This is an optimization exercise on Yosys and OpenROAD, whose aim is small area, a short achievable clock period and few clock cycles per item, not a production implementation.
The RTL was checked by simulation tests, not by an equivalence proof against the original design.
Power figures rest on the tool's default switching activity, not on a simulated workload.

==> inputs of 05-14 <==
// aspect_crop_nearest_scaler
module aspect_crop_nearest_scaler (
   input  logic                             clock,
   input  logic                             reset,
   input  logic                             req_valid,
   output logic                             req_ready,
   input  logic                             req_restart,
   output logic                             rsp_valid,
   input  logic                             rsp_ready,
   output logic [acns_pkg::DIM_W-1:0]       rsp_src_col,
   output logic [acns_pkg::DIM_W-1:0]       rsp_src_row,
   output logic [acns_pkg::DIM_W-1:0]       rsp_dst_col,
   output logic [acns_pkg::DIM_W-1:0]       rsp_dst_row,
   output logic [acns_pkg::IDX_W-1:0]       rsp_src_index,
   output logic [acns_pkg::IDX_W-1:0]       rsp_dst_index,
   output logic [acns_pkg::STAT_W-1:0]      rsp_status,
   output logic                             rsp_last,
   input  logic                             csr_wr_en,
   input  logic [acns_pkg::CSR_IDX_W-1:0]   csr_index,
   input  logic [acns_pkg::DIM_W-1:0]       csr_wdata
);
   localparam logic [29:0] POS_TOP = 30'h1000_0000;
   localparam logic [29:0] POS_BOT = 30'h2000_7FFF;    
   localparam logic [3:0] S_IDLE = 4'd0;
   localparam logic [3:0] S_M    = 4'd1;
   localparam logic [3:0] S_CMP  = 4'd2;
   localparam logic [3:0] S_INIT = 4'd3;
   localparam logic [3:0] S_DIV  = 4'd4;
   localparam logic [3:0] S_FIN  = 4'd5;
   localparam logic [3:0] S_M2   = 4'd6;
   localparam logic [3:0] S_F1   = 4'd7;
   localparam logic [3:0] S_F1A  = 4'd8;
   localparam logic [3:0] S_F1B  = 4'd9;
  ...
clock: 10.0 ns
lec_check: 0
cap_margin: 20
core_margin: 2
core_utilization: 40
setup_slack_margin: 5
slew_margin: 20
run.sh (not shown) runs the stock make flow with config.mk's settings and CLKGATE_MAP_FILE= SYNTH_SCRIPT=/design/flow/synth_recipe.tcl, a recipe that flattens the netlist after the stock synthesis.
==> 07-28: changes against 05-14 <==
--- a/flow/design.v
+++ b/flow/design.v
@@ -50,15 +50,20 @@
    logic        wide;
    logic        ready, first;
    logic [29:0] pos_x, pos_y, origin_x;
    logic [31:0] qx, qy;           
    logic [1:0]  qa_hi;            
    logic [23:0] rem_x, rem_y, dlong;    
    logic [11:0] rem_a;
-   logic        o_valid, o_last, o_colend, o_nce;
+   logic        b_nce;
+   logic        b_valid, b_first, b_colend, b_last, b_ylo, b_yhi, b_cyc;
+   logic [11:0] b_cx, b_cy, b_col, b_row;
+   logic [12:0] b_delta;
+   logic [1:0]  b_status;
+   logic        o_valid, o_last;
    logic [11:0] o_src_col, o_src_row, o_col, o_row;
    logic [23:0] o_src_index, o_dst_index;
    logic [1:0]  o_status;
    always_ff @(posedge clock) begin
       if (reset) begin
          win_l <= '0;
          win_t <= '0;
@@ -83,21 +88,23 @@
    end
    logic [11:0] win_w, win_h;
    logic [12:0] dwx, dwy;
    assign dwx   = {1'b0, win_r} - {1'b0, win_l};
    assign dwy   = {1'b0, win_b} - {1'b0, win_t};
    assign win_w = dwx[12] ? 12'd0 : dwx[11:0];
    assign win_h = dwy[12] ? 12'd0 : dwy[11:0];
-   logic out_free, p_fire, acc, setup_go, tgt_ok;
+   logic out_free, b_move, p_fire, acc, setup_go, tgt_ok;
    assign tgt_ok    = (tw != '0) && (th != '0);
    assign req_ready = !tok1_v;
    assign acc       = req_valid && !tok1_v;
    assign out_free  = !o_valid || rsp_ready;
-   assign setup_go  = (st == S_IDLE) && !fixreq && tok0_v && tok0_r && tgt_ok;
-   assign p_fire    = (st == S_IDLE) && !fixreq && tok0_v && !(tok0_r && tgt_ok) && out_free;
+   assign b_move    = b_valid && out_free;
+   assign setup_go  = (st == S_IDLE) && !fixreq && tok0_v && tok0_r && tgt_ok && !b_valid;
+   assign p_fire    = (st == S_IDLE) && !fixreq && tok0_v && !(tok0_r && tgt_ok) &&
+                      (!b_valid || out_free);
    always_ff @(posedge clock) begin
       if (reset) begin
          tok0_v <= 1'b0;
          tok1_v <= 1'b0;
       end else begin
          if (p_fire) begin
             if (tok1_v) begin
@@ -140,30 +147,26 @@
          cx = sw - 12'd1;
       end
    end
    assign ylo = ny[13];
    assign yhi = !ny[13] && (ny[12] || ny[11:0] >= sh);
    assign cy  = ylo ? 12'd0 : (yhi ? sh - 12'd1 : ny[11:0]);
    assign fv      = ready && tgt_ok;
-   assign cur_col = (first || o_colend) ? 12'd0 : o_col + 12'd1;
-   assign cur_row = first ? 12'd0 : (o_colend ? o_row + 12'd1 : o_row);
-   assign col_end = (first || o_colend) ? (tw <= 12'd1) : o_nce;
+   assign cur_col = (first || b_colend) ? 12'd0 : b_col + 12'd1;
+   assign cur_row = first ? 12'd0 : (b_colend ? b_row + 12'd1 : b_row);
+   assign col_end = (first || b_colend) ? (tw <= 12'd1) : b_nce;
    assign is_last = col_end && (({1'b0, cur_row} + 13'd1) >= {1'b0, th});
-   assign delta   = o_colend ? {1'b0, tw} - {1'b0, o_col} : 13'd1;
+   assign delta   = b_colend ? {1'b0, tw} - {1'b0, b_col} : 13'd1;
    assign sum_x = {{2{pos_x[29]}}, pos_x} + {2'b00, qx[29:0]};
    assign sum_y = {{2{pos_y[29]}}, pos_y} + {2'b00, qy[29:0]};
    assign adv_x = (!sum_x[31] && (|sum_x[30:28])) ? POS_TOP : sum_x[29:0];
    assign adv_y = (!sum_y[31] && (|sum_y[30:28])) ? POS_TOP : sum_y[29:0];
    logic [23:0] base, u_s, u_c, u_next, cyc_sw;
-   assign base   = ylo ? 24'd0 : (yhi ? dlong : rem_y);
-   logic        cyc_r, cyc_nxt;
-   logic [17:0] s2;
-   assign s2      = {2'b00, pos_y[15:0]} + {1'b0, qy[15:0], 1'b0};
-   assign cyc_nxt = (s2[17:16] - {1'b0, cyc_r}) != 2'd0;
-   assign cyc_sw  = cyc_r ? {12'd0, sw} : 24'd0;
+   assign base   = b_ylo ? 24'd0 : (b_yhi ? dlong : rem_y);
+   assign cyc_sw = b_cyc ? {12'd0, sw} : 24'd0;
    assign u_s    = rem_y ^ rem_x ^ cyc_sw;
    assign u_c    = ((rem_y & rem_x) | (rem_y & cyc_sw) | (rem_x & cyc_sw)) << 1;
    assign u_next = u_s + u_c;
    logic        bx, by, bl;
    logic [23:0] max, may, mal;
    logic [11:0] div_a;
    logic [23:0] div_x, div_y;
@@ -233,14 +236,15 @@
    assign org_der = (qa_hi[1] || ($signed(diff) < -34'sd1073676290)) ? POS_BOT : diff[30:1];
    assign org_dx = ((!dwx[12] && dwx != '0) ? {2'b00, win_l, 16'd0} : {2'b00, sum_lr, 15'd0}) | 30'h7FFF;
    assign org_dy = ((!dwy[12] && dwy != '0) ? {2'b00, win_t, 16'd0} : {2'b00, sum_tb, 15'd0}) | 30'h7FFF;
    always_ff @(posedge clock) begin
       if (reset) begin
          st      <= S_IDLE;
          ready   <= 1'b0;
+         b_valid <= 1'b0;
          o_valid <= 1'b0;
          fixreq  <= 1'b0;
       end else begin
          case (st)
             S_IDLE: begin
                if (fixreq)        st <= S_F1;
                else if (setup_go) st <= S_M;
@@ -264,28 +268,32 @@
          end
          if (st == S_FIN2) begin
             ready <= 1'b1;
          end else if (p_fire && (!fv || is_last)) begin
             ready <= 1'b0;
          end
          if (p_fire) begin
+            b_valid <= 1'b1;
+         end else if (b_move) begin
+            b_valid <= 1'b0;
+         end
+         if (b_move) begin
             o_valid <= 1'b1;
          end else if (rsp_ready) begin
             o_valid <= 1'b0;
          end
       end
    end
    always_ff @(posedge clock) begin
       case (st)
          S_M, S_DIV, S_M2, S_F1: cnt <= cnt + 5'd1;
          default: cnt <= '0;
       endcase
       case (st)
          S_M, S_M2: begin
-            cyc_r <= sum_y[16] ^ pos_y[16] ^ qy[16];
             rem_x <= rx[23:0];
             rem_y <= ry[23:0];
             dlong <= rl[23:0];
          end
          S_F1, S_F1A: begin
             dlong <= rl[23:0];
          end
@@ -330,15 +338,15 @@
             origin_x <= wide ? org_dx : pos_x;
             pos_x    <= wide ? org_dx : pos_x;
             pos_y    <= wide ? pos_x : org_dy;
             qx       <= (tw > 12'd1) ? ((qx[31] | qx[30]) ? 32'h3FFF_FFFF : {2'b00, qx[29:0]}) : '0;
             qy       <= (th > 12'd1) ? ((qy[31] | qy[30]) ? 32'h3FFF_FFFF : {2'b00, qy[29:0]}) : '0;
          end
          S_F1B: begin
-            o_nce <= ({1'b0, o_col} + 13'd2) >= {1'b0, tw};
+            b_nce <= ({1'b0, b_col} + 13'd2) >= {1'b0, tw};
             rem_x <= '0;
             rem_y <= '0;
             dlong <= '0;
          end
          S_IDLE: begin
             if (fixreq || setup_go) begin
                rem_x <= '0;
@@ -346,48 +354,63 @@
                dlong <= '0;
             end
             if (p_fire && fv && !is_last) begin
                first <= 1'b0;
                if (col_end) begin
                   pos_x <= origin_x;
                   pos_y <= adv_y;
-                  rem_y <= u_next;
-                  cyc_r <= cyc_nxt;
                end else begin
                   pos_x <= adv_x;
                end
             end
+            if (b_move && b_colend && !b_last) begin
+               rem_y <= u_next;
+            end
          end
          default: ;
       endcase
-      if (st == S_F1B) begin
-         o_dst_index <= dlong;
-      end else if (p_fire) begin
+      if (p_fire) begin
          if (!fv) begin
-            o_src_col   <= '0;
-            o_src_row   <= '0;
-            o_col       <= '0;
-            o_row       <= '0;
-            o_src_index <= '0;
-            o_dst_index <= '0;
-            o_status    <= acns_pkg::STATUS_EMPTY;
-            o_last      <= 1'b0;
-            o_colend    <= 1'b0;
+            b_cx     <= '0;
+            b_cy     <= '0;
+            b_col    <= '0;
+            b_row    <= '0;
+            b_status <= acns_pkg::STATUS_EMPTY;
+            b_last   <= 1'b0;
+            b_colend <= 1'b0;
+            b_first  <= 1'b1;
+            b_ylo    <= 1'b1;
+            b_yhi    <= 1'b0;
          end else begin
-            o_src_col   <= cx;
-            o_src_row   <= cy;
-            o_col       <= cur_col;
-            o_row       <= cur_row;
-            o_src_index <= base + {12'd0, cx};
-            o_dst_index <= first ? 24'd0 : o_dst_index + {{11{delta[12]}}, delta};
-            o_status    <= (kx || ylo || yhi) ? acns_pkg::STATUS_CLAMPED : acns_pkg::STATUS_OK;
-            o_last      <= is_last;
-            o_colend    <= col_end;
-            o_nce       <= ({1'b0, cur_col} + 13'd2) >= {1'b0, tw};
+            b_cx     <= cx;
+            b_cy     <= cy;
+            b_col    <= cur_col;
+            b_row    <= cur_row;
+            b_status <= (kx || ylo || yhi) ? acns_pkg::STATUS_CLAMPED : acns_pkg::STATUS_OK;
+            b_last   <= is_last;
+            b_colend <= col_end;
+            b_nce    <= ({1'b0, cur_col} + 13'd2) >= {1'b0, tw};
+            b_first  <= first;
+            b_ylo    <= ylo;
+            b_yhi    <= yhi;
          end
+         b_delta <= delta;
+         b_cyc   <= sum_y[16] ^ pos_y[16] ^ qy[16];
+      end
+      if (st == S_F1B) begin
+         o_dst_index <= dlong;
+      end else if (b_move) begin
+         o_src_col   <= b_cx;
+         o_src_row   <= b_cy;
+         o_col       <= b_col;
+         o_row       <= b_row;
+         o_src_index <= base + {12'd0, b_cx};
+         o_dst_index <= b_first ? 24'd0 : o_dst_index + {{11{b_delta[12]}}, b_delta};
+         o_status    <= b_status;
+         o_last      <= b_last;
       end
    end
    assign rsp_valid     = o_valid;
    assign rsp_src_col   = o_src_col;
    assign rsp_src_row   = o_src_row;
    assign rsp_dst_col   = o_col;
    assign rsp_dst_row   = o_row;
==> qor summary <==
metric                                                                               05-14                    07-28
Placement-stage worst setup slack                                                 2.707 ns                 3.779 ns
Largest clock skew in the final design                                          0.05884 ns               0.02337 ns
Run status                                                         complete, no violations  complete, no violations
Part of the power in registers                                                       0.280                    0.352
FILL cells                                                                          10.02k                   10.45k
Number of antenna violations at the first check in global routing                       12                        4
Chip height                                                                       327.2 um                 332.8 um
Total of clock buffers placed in the layout                                             72                       89
Sw Share                                                                            0.4507                   0.3948
Sequential cells                                                                       459                      527
Final non-clock buffer share                                                       0.06432                  0.04025
Max FO, Critical Path                                                                    8                       19
Wire length reported by the detailed router                                      170500 um                163400 um
Avg Synthesized Cell Area                                                        8.339 um2                8.585 um2
Testbench counts of 05-14, summed over its fixed seeds: cycles 68,781, items 54,757.
Testbench counts of 07-28, summed over its fixed seeds: cycles 68,973, items 54,757.

[separate check: timing with driven ports]
Ports are ideal in the flow. The routed layouts listed here were re-timed in OpenROAD. Step 1 (the two cells are an assumption about what drives the block):
set clk [get_ports {clock}]
set_driving_cell -lib_cell sky130_fd_sc_hd__clkbuf_16 $clk
set_driving_cell -lib_cell sky130_fd_sc_hd__buf_2 [delete_from_list [all_inputs] $clk]
Step 2, shift: input delay + t, output delay - t, t = (earliest + latest rising clock arrival at the registers) / 2. This alone moves slack from input paths to output paths. a / b / c = no drivers / after step 1 / after step 2; a / b = the first two.
run	t, ns	setup WS [ns]	worst hold slack (ns)	worst data-port slew with drivers (ns)	cell pins on the clock port's net
05-14	0.752	4.887 / 4.887 / 4.612	0.456 / 0.456 / 0.456	0.09	1
07-28	0.714	5.144 / 5.144 / 4.959	0.420 / 0.420 / 0.420	0.05	1
After both steps every run listed still meets setup and hold. The setup slack of 05-14, which loses most, moves by 0.000 ns with the drivers and by -0.275 ns with both steps.
